What follows belongs to an exercise in optimizing a design on an open flow for small area; a production flow would make more cautious choices. The RTL was checked by simulation tests, not by an equivalence proof against the original design. Power figures rest on the tool's default switching activity, not on a simulated workload.

## flow/design.v

```verilog
package cpu_pkg;
	typedef enum logic [2:0] {
		opNop,
		opAddu,
		opSubu,
		opOri,
		opLui,
		opLw,
		opSw,
		opBeq
	} opcodeT;
	typedef enum logic [1:0] {
		aluAdd,      
		aluSub,
		aluOr,
		aluLui       
	} aluOpT;
	typedef enum logic [1:0] {
		fwdReg,      
		fwdFromE,
		fwdFromM,
		fwdFromW
	} fwdSelT;
	typedef enum logic [2:0] {
		stgNone = 3'd0,
		stgD    = 3'd1,
		stgE    = 3'd2,
		stgM    = 3'd3,
		stgW    = 3'd4
	} stageT;
	typedef struct packed {
		opcodeT                 kind;
		logic [5-1:0] rs;
		logic [5-1:0] rt;
		logic [5-1:0] dest;
		logic                   regWrite;     
		logic                   useImm;       
		logic                   zeroExt;
		aluOpT                  aluOp;
		logic                   memRead;
		logic                   memWrite;
		stageT                  rsUseStage;   
		stageT                  rtUseStage;
		stageT                  resultStage;  
	} ctrlT;
	typedef struct packed {
		ctrlT             ctrl;
		logic [32-1:0] pc;
		logic [32-1:0] rsVal;
		logic [32-1:0] rtVal;
		logic [32-1:0] immExt;
	} deRegT;
	typedef struct packed {
		ctrlT             ctrl;
		logic [32-1:0] pc;
		logic [32-1:0] aluResult;   
		logic [32-1:0] rtVal;
	} emRegT;
	typedef struct packed {
		ctrlT             ctrl;
		logic [32-1:0] pc;
		logic [32-1:0] result;      
	} mwRegT;
	typedef struct packed {
		logic                   valid;
		logic [32-1:0]       pc;
		logic [5-1:0] addr;
		logic [32-1:0]       data;
	} regWriteT;
	typedef struct packed {
		logic             valid;
		logic [32-1:0] pc;
		logic [32-1:0] addr;    
		logic [32-1:0] data;
	} memWriteT;
endpackage
`timescale 1ns/1ps
module instrDecode (
	input  logic [32-1:0] instr,
	output cpu_pkg::ctrlT             ctrl
);
	logic [5:0] opField;
	logic [5:0] funct;
	cpu_pkg::opcodeT     kind;
	assign opField = instr[31:26];
	assign funct   = instr[5:0];
	always_comb begin
		case (opField)
			6'b000000: begin  
				case (funct)
					6'b100001: kind = cpu_pkg::opAddu;
					6'b100011: kind = cpu_pkg::opSubu;
					default:   kind = cpu_pkg::opNop;    
				endcase
			end
			6'b001101: kind = cpu_pkg::opOri;
			6'b001111: kind = cpu_pkg::opLui;
			6'b100011: kind = cpu_pkg::opLw;
			6'b101011: kind = cpu_pkg::opSw;
			6'b000100: kind = cpu_pkg::opBeq;
			default:   kind = cpu_pkg::opNop;
		endcase
	end
	always_comb begin
		ctrl      = '0;
		ctrl.kind = kind;
		ctrl.rs   = instr[25:21];
		ctrl.rt   = instr[20:16];
		case (kind)
			cpu_pkg::opAddu, cpu_pkg::opSubu: begin
				ctrl.dest        = instr[15:11];    
				ctrl.regWrite    = 1'b1;
				ctrl.aluOp       = (kind == cpu_pkg::opSubu) ? cpu_pkg::aluSub : cpu_pkg::aluAdd;
				ctrl.rsUseStage  = cpu_pkg::stgE;
				ctrl.rtUseStage  = cpu_pkg::stgE;
				ctrl.resultStage = cpu_pkg::stgE;
			end
			cpu_pkg::opOri: begin
				ctrl.dest        = instr[20:16];
				ctrl.regWrite    = 1'b1;
				ctrl.useImm      = 1'b1;
				ctrl.zeroExt     = 1'b1;
				ctrl.aluOp       = cpu_pkg::aluOr;
				ctrl.rsUseStage  = cpu_pkg::stgE;
				ctrl.resultStage = cpu_pkg::stgE;
			end
			cpu_pkg::opLui: begin
				ctrl.dest        = instr[20:16];
				ctrl.regWrite    = 1'b1;
				ctrl.useImm      = 1'b1;
				ctrl.aluOp       = cpu_pkg::aluLui;       
				ctrl.resultStage = cpu_pkg::stgE;
			end
			cpu_pkg::opLw: begin
				ctrl.dest        = instr[20:16];
				ctrl.regWrite    = 1'b1;
				ctrl.useImm      = 1'b1;
				ctrl.memRead     = 1'b1;
				ctrl.rsUseStage  = cpu_pkg::stgE;         
				ctrl.resultStage = cpu_pkg::stgM;         
			end
			cpu_pkg::opSw: begin
				ctrl.useImm      = 1'b1;
				ctrl.memWrite    = 1'b1;
				ctrl.rsUseStage  = cpu_pkg::stgE;
				ctrl.rtUseStage  = cpu_pkg::stgM;         
			end
			cpu_pkg::opBeq: begin
				ctrl.rsUseStage  = cpu_pkg::stgD;         
				ctrl.rtUseStage  = cpu_pkg::stgD;
			end
			default: ;
		endcase
		ctrl.regWrite = ctrl.regWrite && (ctrl.dest != '0);
	end
endmodule
`timescale 1ns/1ps
module fetchUnit (
	input  logic             clk,
	input  logic             rstN,
	input  logic             stall,
	input  logic             branchTaken,
	input  logic [32-1:0] branchPc,    
	input  logic [15:0]      imm,
	output logic [32-1:0] pc
);
	logic [32-1:0] offset;
	logic [32-1:0] target;
	assign offset = {{(32-18){imm[15]}}, imm, 2'b00};
	assign target = branchPc + 4 + offset;
	always_ff @(posedge clk) begin
		if (!rstN) begin
			pc <= 32'h3000;
		end else if (!stall) begin     
			if (branchTaken)
				pc <= target;            
			else
				pc <= pc + 4;
		end
	end
endmodule
`timescale 1ns/1ps
module regFile (
	input  logic                   clk,
	input  logic                   rstN,
	input  logic [5-1:0] rsAddr,
	input  logic [5-1:0] rtAddr,
	output logic [32-1:0]       rsData,
	output logic [32-1:0]       rtData,
	input  cpu_pkg::regWriteT               wr
);
	logic [32-1:0] regs [32];
	always_ff @(posedge clk) begin
		if (!rstN) begin
			for (int i = 0; i < 32; i++)
				regs[i] <= '0;
		end else if (wr.valid) begin
			regs[wr.addr] <= wr.data;
		end
	end
	assign rsData = (wr.valid && wr.addr == rsAddr) ? wr.data : regs[rsAddr];
	assign rtData = (wr.valid && wr.addr == rtAddr) ? wr.data : regs[rtAddr];
endmodule
`timescale 1ns/1ps
module hazardUnit (
	input  cpu_pkg::ctrlT   dCtrl,
	input  cpu_pkg::ctrlT   eCtrl,
	input  cpu_pkg::ctrlT   mCtrl,
	input  cpu_pkg::ctrlT   wCtrl,
	output logic   stall,     
	output cpu_pkg::fwdSelT fwdDRs,
	output cpu_pkg::fwdSelT fwdDRt,
	output cpu_pkg::fwdSelT fwdERs,
	output cpu_pkg::fwdSelT fwdERt,
	output cpu_pkg::fwdSelT fwdMRt
);
	function automatic logic hits(input cpu_pkg::ctrlT p, input logic [5-1:0] src);
		hits = p.regWrite && (p.dest == src);
	endfunction
	function automatic logic readyIn(input cpu_pkg::ctrlT p, input cpu_pkg::stageT pos);
		readyIn = int'(p.resultStage) < int'(pos);
	endfunction
	function automatic logic lateFor(input cpu_pkg::ctrlT p, input cpu_pkg::stageT pos, input cpu_pkg::stageT useAt);
		lateFor = int'(p.resultStage) >= int'(pos) + int'(useAt) - int'(cpu_pkg::stgD);
	endfunction
	function automatic cpu_pkg::fwdSelT pickSrc(input logic hitE, input logic rdyE,
			input logic hitM, input logic rdyM, input logic hitW, input logic rdyW);
		if (hitE)
			pickSrc = rdyE ? cpu_pkg::fwdFromE : cpu_pkg::fwdReg;
		else if (hitM)
			pickSrc = rdyM ? cpu_pkg::fwdFromM : cpu_pkg::fwdReg;
		else if (hitW)
			pickSrc = rdyW ? cpu_pkg::fwdFromW : cpu_pkg::fwdReg;
		else
			pickSrc = cpu_pkg::fwdReg;
	endfunction
	function automatic logic opStall(input logic [5-1:0] src, input cpu_pkg::stageT useAt,
			input cpu_pkg::ctrlT eC, input cpu_pkg::ctrlT mC, input cpu_pkg::ctrlT wC);
		logic late;
		late = 1'b0;
		if (useAt != cpu_pkg::stgNone) begin
			if (hits(eC, src))
				late = lateFor(eC, cpu_pkg::stgE, useAt);
			else if (hits(mC, src))
				late = lateFor(mC, cpu_pkg::stgM, useAt);
			else if (hits(wC, src))
				late = lateFor(wC, cpu_pkg::stgW, useAt);
		end
		opStall = late;
	endfunction
	assign stall = opStall(dCtrl.rs, dCtrl.rsUseStage, eCtrl, mCtrl, wCtrl)
		|| opStall(dCtrl.rt, dCtrl.rtUseStage, eCtrl, mCtrl, wCtrl);
	assign fwdDRs = pickSrc(hits(eCtrl, dCtrl.rs), readyIn(eCtrl, cpu_pkg::stgE),
		hits(mCtrl, dCtrl.rs), readyIn(mCtrl, cpu_pkg::stgM),
		hits(wCtrl, dCtrl.rs), readyIn(wCtrl, cpu_pkg::stgW));
	assign fwdDRt = pickSrc(hits(eCtrl, dCtrl.rt), readyIn(eCtrl, cpu_pkg::stgE),
		hits(mCtrl, dCtrl.rt), readyIn(mCtrl, cpu_pkg::stgM),
		hits(wCtrl, dCtrl.rt), readyIn(wCtrl, cpu_pkg::stgW));
	assign fwdERs = pickSrc(1'b0, 1'b0, hits(mCtrl, eCtrl.rs), readyIn(mCtrl, cpu_pkg::stgM),
		hits(wCtrl, eCtrl.rs), readyIn(wCtrl, cpu_pkg::stgW));
	assign fwdERt = pickSrc(1'b0, 1'b0, hits(mCtrl, eCtrl.rt), readyIn(mCtrl, cpu_pkg::stgM),
		hits(wCtrl, eCtrl.rt), readyIn(wCtrl, cpu_pkg::stgW));
	assign fwdMRt = pickSrc(1'b0, 1'b0, 1'b0, 1'b0,
		hits(wCtrl, mCtrl.rt), readyIn(wCtrl, cpu_pkg::stgW));
endmodule
`timescale 1ns/1ps
module execUnit (
	input  cpu_pkg::ctrlT             ctrl,
	input  logic [32-1:0] opA,       
	input  logic [32-1:0] rtVal,     
	input  logic [32-1:0] immExt,
	output logic [32-1:0] result
);
	logic [32-1:0] opB;
	assign opB = ctrl.useImm ? immExt : rtVal;
	always_comb begin
		case (ctrl.aluOp)
			cpu_pkg::aluAdd:  result = opA + opB;     
			cpu_pkg::aluSub:  result = opA - opB;
			cpu_pkg::aluOr:   result = opA | opB;
			cpu_pkg::aluLui:  result = {immExt[15:0], {(32-16){1'b0}}};
			default: result = opA + opB;
		endcase
	end
endmodule
`timescale 1ns/1ps
module dataMem (
	input  logic             clk,
	input  logic             rstN,
	input  logic [32-1:0] addr,     
	input  logic [32-1:0] wData,
	input  logic             we,
	output logic [32-1:0] rData
);
	logic [32-1:0]        mem [64];
	logic [6-1:0] wordIdx;
	assign wordIdx = addr[6+1:2];    
	always_ff @(posedge clk) begin
		if (!rstN) begin
			for (int i = 0; i < 64; i++)
				mem[i] <= '0;
		end else if (we) begin
			mem[wordIdx] <= wData;
		end
	end
	assign rData = mem[wordIdx];
endmodule
`timescale 1ns/1ps
module mipsCore (
	input  logic             clk,
	input  logic             rstN,
	output logic [32-1:0] instrAddr,
	input  logic [32-1:0] instr,      
	output cpu_pkg::regWriteT         regWrite,
	output cpu_pkg::memWriteT         memWrite
);
	logic [32-1:0] pc;
	logic [32-1:0] dPc;
	logic [32-1:0] dInstr, eInstr, mInstr, wInstr;
	cpu_pkg::ctrlT             dCtrl, eCtrl, mCtrl, wCtrl;
	logic [32-1:0] rfRs, rfRt;
	logic [32-1:0] dRs, dRt, dImmExt;
	logic [32-1:0] eRs, eRt, aluResult;
	logic [32-1:0] mRt, memRData;
	logic             stall;
	logic             branchTaken;
	cpu_pkg::fwdSelT           fwdDRs, fwdDRt, fwdERs, fwdERt, fwdMRt;
	cpu_pkg::deRegT            deReg;
	cpu_pkg::emRegT            emReg;
	cpu_pkg::mwRegT            mwReg;
	function automatic logic [32-1:0] fwdPick(input cpu_pkg::fwdSelT sel,
			input logic [32-1:0] own, input logic [32-1:0] fromM,
			input logic [32-1:0] fromW);
		case (sel)
			cpu_pkg::fwdFromM: fwdPick = fromM;
			cpu_pkg::fwdFromW: fwdPick = fromW;
			default:           fwdPick = own;
		endcase
	endfunction
	assign instrAddr = pc;
	fetchUnit iFetch (.clk(clk), .rstN(rstN), .stall(stall), .branchTaken(branchTaken),
		.branchPc(dPc), .imm(dInstr[15:0]), .pc(pc));
	instrDecode iDecD (.instr(dInstr), .ctrl(dCtrl));
	instrDecode iDecE (.instr(eInstr), .ctrl(eCtrl));
	instrDecode iDecM (.instr(mInstr), .ctrl(mCtrl));
	instrDecode iDecW (.instr(wInstr), .ctrl(wCtrl));
	regFile iRegs (.clk(clk), .rstN(rstN), .rsAddr(dCtrl.rs), .rtAddr(dCtrl.rt),
		.rsData(rfRs), .rtData(rfRt), .wr(regWrite));
	hazardUnit iHazard (.dCtrl(dCtrl), .eCtrl(eCtrl), .mCtrl(mCtrl), .wCtrl(wCtrl),
		.stall(stall), .fwdDRs(fwdDRs), .fwdDRt(fwdDRt), .fwdERs(fwdERs),
		.fwdERt(fwdERt), .fwdMRt(fwdMRt));
	assign dRs = fwdPick(fwdDRs, rfRs, emReg.aluResult, mwReg.result);
	assign dRt = fwdPick(fwdDRt, rfRt, emReg.aluResult, mwReg.result);
	assign branchTaken = (dCtrl.kind == cpu_pkg::opBeq) && (dRs == dRt);
	assign dImmExt = dCtrl.zeroExt ? {{(32-16){1'b0}}, dInstr[15:0]}
		: {{(32-16){dInstr[15]}}, dInstr[15:0]};
	assign eRs = fwdPick(fwdERs, deReg.rsVal, emReg.aluResult, mwReg.result);
	assign eRt = fwdPick(fwdERt, deReg.rtVal, emReg.aluResult, mwReg.result);
	execUnit iExec (.ctrl(deReg.ctrl), .opA(eRs), .rtVal(eRt), .immExt(deReg.immExt),
		.result(aluResult));
	assign mRt = (fwdMRt == cpu_pkg::fwdFromW) ? mwReg.result : emReg.rtVal;
	dataMem iDmem (.clk(clk), .rstN(rstN), .addr(emReg.aluResult), .wData(mRt),
		.we(emReg.ctrl.memWrite), .rData(memRData));
	always_ff @(posedge clk) begin
		if (!rstN) begin
			dInstr     <= '0;     
			eInstr     <= '0;
			mInstr     <= '0;
			wInstr     <= '0;
			deReg.ctrl <= '0;
			emReg.ctrl <= '0;
			mwReg.ctrl <= '0;
		end else begin
			if (!stall) begin     
				dPc    <= pc;
				dInstr <= instr;
			end
			eInstr       <= stall ? '0 : dInstr;
			deReg.ctrl   <= stall ? '0 : dCtrl;
			deReg.pc     <= dPc;
			deReg.rsVal  <= dRs;
			deReg.rtVal  <= dRt;
			deReg.immExt <= dImmExt;
			mInstr       <= eInstr;
			emReg.ctrl      <= deReg.ctrl;
			emReg.pc        <= deReg.pc;
			emReg.aluResult <= aluResult;
			emReg.rtVal     <= eRt;
			wInstr       <= mInstr;
			mwReg.ctrl      <= emReg.ctrl;
			mwReg.pc        <= emReg.pc;
			mwReg.result    <= emReg.ctrl.memRead ? memRData : emReg.aluResult;
		end
	end
	assign regWrite.valid = mwReg.ctrl.regWrite;    
	assign regWrite.pc    = mwReg.pc;
	assign regWrite.addr  = mwReg.ctrl.dest;
	assign regWrite.data  = mwReg.result;
	assign memWrite.valid = emReg.ctrl.memWrite;    
	assign memWrite.pc    = emReg.pc;
	assign memWrite.addr  = emReg.aluResult;
	assign memWrite.data  = mRt;
endmodule
`timescale 1ns/1ps
module mipsTop (
	input  logic        clk,
	input  logic        rstN,
	output logic [31:0] instrAddr,
	input  logic [31:0] instr,
	output logic        rwValid,
	output logic [31:0] rwPc,
	output logic [4:0]  rwAddr,
	output logic [31:0] rwData,
	output logic        mwValid,
	output logic [31:0] mwPc,
	output logic [31:0] mwAddr,
	output logic [31:0] mwData
);
	cpu_pkg::regWriteT regWrite;
	cpu_pkg::memWriteT memWrite;
	mipsCore iCore (.clk(clk), .rstN(rstN), .instrAddr(instrAddr), .instr(instr),
		.regWrite(regWrite), .memWrite(memWrite));
	assign rwValid = regWrite.valid;
	assign rwPc    = regWrite.pc;
	assign rwAddr  = regWrite.addr;
	assign rwData  = regWrite.data;
	assign mwValid = memWrite.valid;
	assign mwPc    = memWrite.pc;
	assign mwAddr  = memWrite.addr;
	assign mwData  = memWrite.data;
endmodule
```

## flow/run.sh

```bash
#!/bin/bash
# synth_recipe.tcl (not shown) runs the flow's synth.tcl, then flattens the netlist and writes it again
# the make line also repeats each setting of config.mk as NAME=value (left out here)
make -C /OpenROAD-flow-scripts/flow DESIGN_CONFIG=/design/flow/config.mk WORK_HOME=/design/flow/orfs CLKGATE_MAP_FILE= SYNTH_SCRIPT=/design/flow/synth_recipe.tcl finish
```

## flow/config.mk

```make
export PLATFORM = sky130hd
export DESIGN_NAME = mipsTop
export DESIGN_NICKNAME = mipsTop
export VERILOG_FILES = /design/flow/design.v
export SDC_FILE = /design/flow/constraint.sdc
export NUM_CORES = 4
export LEC_CHECK = 0
export CAP_MARGIN = 20
export CORE_MARGIN = 2
export CORE_UTILIZATION = 40
export SLEW_MARGIN = 20
```

## flow/constraint.sdc

```tcl
create_clock -name core_clock -period 10.0 [get_ports {clk}]
set_input_delay 2.0000 -clock core_clock [delete_from_list [all_inputs] [get_ports {clk}]]
set_output_delay 2.0000 -clock core_clock [all_outputs]
set_load 0.01 [all_outputs]
```

==> key figures <==
Detailed routing
  • DR pass1 iterations: 6
  • DRT antenna net count: 0
  • DR vias/cell: 6.106
  • Routed length per instance: 33.12 um
  • Via count: 104170
  • Initial drt markers: 12904
  • Final wirelength: 565000 um
  • DRC Markers: 0

STA
  • Crit share post-route: 85.55%
  • Worst Skew: 0.1113 ns
  • Highest Clock Rate: 116.9 MHz
  • Number of hold violations in the final report: 0
  • Worst-Margin Slew: 1.211 ns
  • Max Slew Vio Count: 0
  • Slew HR: 19.24%
  • Setup Viol. Count Final: 0
  • Min cycle time layout: 8.555 ns
  • RSZ-0062 raised after global routing: false
  • Setup TNS: 0 ns

Logic synthesis
  • Post-synth top cells: edfxtp_1 (3377), nor2_1 (2299), mux4_2 (1312)
  • Most frequent cell after synthesis: edfxtp_1
  • Yosys top cell by area: edfxtp_1
  • Sequential area share after synthesis: 62.26%
  • Mean Syn Cell Area: 14.74 um2
  • Synth top area share: 60.17%
  • Most used DFF post-synth: edfxtp_1
  • Post-Syn Area: 168500 um2
  • Library cells used by synthesis: 103
  • Cells after synthesis: 11433
  • Syn nets: 11581
  • Post-synth EDFFs: 3377
  • Ys async rst share: 0%
  • Synth area leaders: edfxtp_1 (60%), mux4_2 (18%), nor2_1 (5.1%), and2_1 (4.1%), dfxtp_1 (2.1%)
  • Post-synthesis register bit count: 3553
  • Synth warn: 7

Min path
  • Hold depth: 0
  • Worst hold path type: flip-flop to flip-flop

Finish
  • Ratio of cells with drive above 1 in the final layout: 21.56%
  • Nets: 11366
  • Multi-input logic area: 59800 um2
  • Register area: 105000 um2
  • Post-route cell area: 189700 um2
  • Area grow syn2layout: 12.56%
  • Fillcell total: 36461

Worst setup path
  • Data required, critical path: 10.67 ns
  • Worst setup path start: iCore.mInstr[3]
  • Crit-path most repeated cell: o21ai_0
  • CP max-delay cell: or4_1
  • R2r worst-path depth: 28
  • Critical Path End Type: flip-flop
  • Worst R2R Start: iCore.mInstr[3]
  • Slowest cell delay on critical path: 0.70 ns
  • WS Path Type: flip-flop to flip-flop
  • WP data arrival: 9.23 ns
  • Reg-to-reg critical path endpoint: iCore.emReg[63]
  • Critical Path Source Type: flip-flop
  • Crit path to: iCore.emReg[63]
  • Crit-path max FO: 17
  • R2R setup slack: 1.45 ns

CTS
  • Worst-path clk slew: 0.06 ns
  • TritonCTS clock tree: built
  • TritonCTS Sinks: 3553
  • Max clock buf depth: 4
  • Hold_buf cts: 0
  • Clock Latency Late Sink: 1.03 ns
  • CTS Buf Count: 386
  • Root Buffer: clkbuf_16
  • Resize count post-CTS: 0
  • # Post-CTS Setup Buffers: 0
  • H-tree depth: 5

Floorplan
  • # IOs: 233
  • Rows: 238
  • Initial Util: 40.14%
  • Core Footprint: 419900 um2
  • Die H: 653.1 um
  • Die Area: 426500 um2
  • Die span in x: 653.1 um

Place
  • PortBufs: 232
  • Post-Place Cell Area: 177400 um2
  • RePlAce Congestion: 0.9049
  • HPWL after DPL: 338600 um

GRT
  • Initial antenna violation count: 34
  • Pin count of the biggest net entering global routing: 129
  • Vias in the first global route: 104881
  • GRT Total Usage: 26.11%
  • First-pass GRT wire length: 792900 um
  • Gr ovfl total: 0

Power and ir drop
  • Worst IR Drop VDD: 0.0002576 V
  • Leakage power: 67.49 nW
  • Cell Pwr Density: 223.7 nW/um2

Run
  • Max-cap violations: 0

Outcome
  • Status: complete, no violations
where the power goes:
part,switching (mW),leakage (nW),internal (mW)
combinational,6.40,25.4,4.18
sequential,0.735,36.1,17.0
clock,6.09,5.97,8.05
cells in the final DEF, fill, tap and decap left out, types with 95 or more instances in the layout:
cell             count
nor2_1            2265
ha_1               112
a21oi_1             99
and2_1            1098
inv_1               95
clkdlybuf4s50_1    231
mux2i_1            102
edfxtp_1          3377
dfxtp_1            157
nand2_1            298
buf_4              311
mux4_2            1312
clkbuf_16          391
through the flow:
step	total power [mW]	util (%)	setup slack (ns)	cells	hold slack (ns)
2_1_floorplan	23.91	-	3.226	11433	0.4003
3_3_place_gp	28.43	42.18	1.438	16340	0.4073
3_5_place_dp	28.53	42.24	1.551	16350	0.4045
4_1_cts	42.55	45.16	1.566	17038	0.4147
5_1_grt	43.49	45.17	0.7625	17043	0.4237
6_report	42.43	45.18	1.445	17060	0.4178
sequential cells by signal, indices dropped and copies added, names as in the netlist, named ones only:
register	cells
iCore.iRegs.regs	1024
iCore.dInstr	32
iCore.dPc	32
iCore.mwReg	70
iCore.emReg	104
iCore.mInstr	22
iCore.wInstr	22
iCore.iDmem.mem	2048
iCore.iFetch.pc	32
iCore.eInstr	27
iCore.deReg	124
critical path, delay by kind of cell (launching register included):
kind | cells | cell delay [ns]
buffers and inverters | 3 | 0.68
and+or+nand+nor | 6 | 2.21
AOI/OAI and AO/OA | 15 | 4.24
xor gates and xnor gates | 2 | 0.36
DFF | 1 | 0.31
adders and majority gates | 2 | 0.50
kinds of logic after synthesis:
| logic type | count (synthesis) | share of synthesized area (%) |
|---|---|---|
| multiplexers | 1485 | 18.59 |
| AO/OA/AOI/OAI | 635 | 2.726 |
| flip-flops | 3553 | 62.26 |
| buffers and inverters | 1277 | 3.025 |
| adder cells (fa/ha/maj) | 114 | 0.8553 |
| AND/OR/NAND/NOR | 4224 | 11.79 |
| XOR/XNOR | 145 | 0.7536 |
layer usage:
layer / global-route usage (%) / vias to the layer above / wire [um]
met3: 4.538 / 1379 / 50400
met4: 13.79 / 24 / 34850
met2: 44.27 / 5927 / 279500
met5: 0 / - / 167
li1: - / 42503 / -
met1: 31.95 / 54337 / 200100
cell type report:
cell class / count / area share [%]
multi-input cells: 6603 / 31.52
well taps: 5520 / 3.641
diodes: 22 / 0.02902
repair buffers: 576 / 2.810
clock buffers: 471 / 5.337
clock inverters: 217 / 1.123
flip-flops and latches: 3553 / 55.34
inverters: 98 / 0.1939
worst min-delay path by stage:
stage | slack, ns | start | to
after floorplan | 0.40 | iCore.deReg[96] | iCore.emReg[64]
after global placement | 0.41 | iCore.deReg[96] | iCore.emReg[64]
after detailed placement | 0.40 | iCore.deReg[115] | iCore.emReg[83]
after CTS | 0.41 | iCore.deReg[120] | iCore.emReg[88]
after global routing | 0.42 | iCore.deReg[115] | iCore.emReg[83]
final | 0.42 | iCore.deReg[126] | iCore.emReg[94]

[static timing again, ports no longer ideal]
In the flow no input, the clock included, has a driving cell. The finished layout below was timed again as built, in two steps.
Step 1: set_driving_cell puts a clkbuf_16 on clk and a buf_2 on each other input, an assumption about the parent block.
Step 2 adds t to the input delays and takes it off the output delays; t is the mean of the earliest and latest rising clock arrival at the registers after step 1. Input paths then give back, and output paths get back, about the clock's delay inside the block.
Three values: no drivers, after step 1, after step 2; two values: the first two.
t (ns): 1.082
slack for setup (ns): 1.445 / 1.445 / 1.445
hold slack, ns: 0.418 / 0.418 / 0.418
worst slew at a driven data input, ns: 0.06
pins driven straight from the clock port: 1
After both steps setup and hold are still met in this run. For this run, drivers alone change the setup slack by 0.000 ns; drivers and shift together by 0.000 ns.
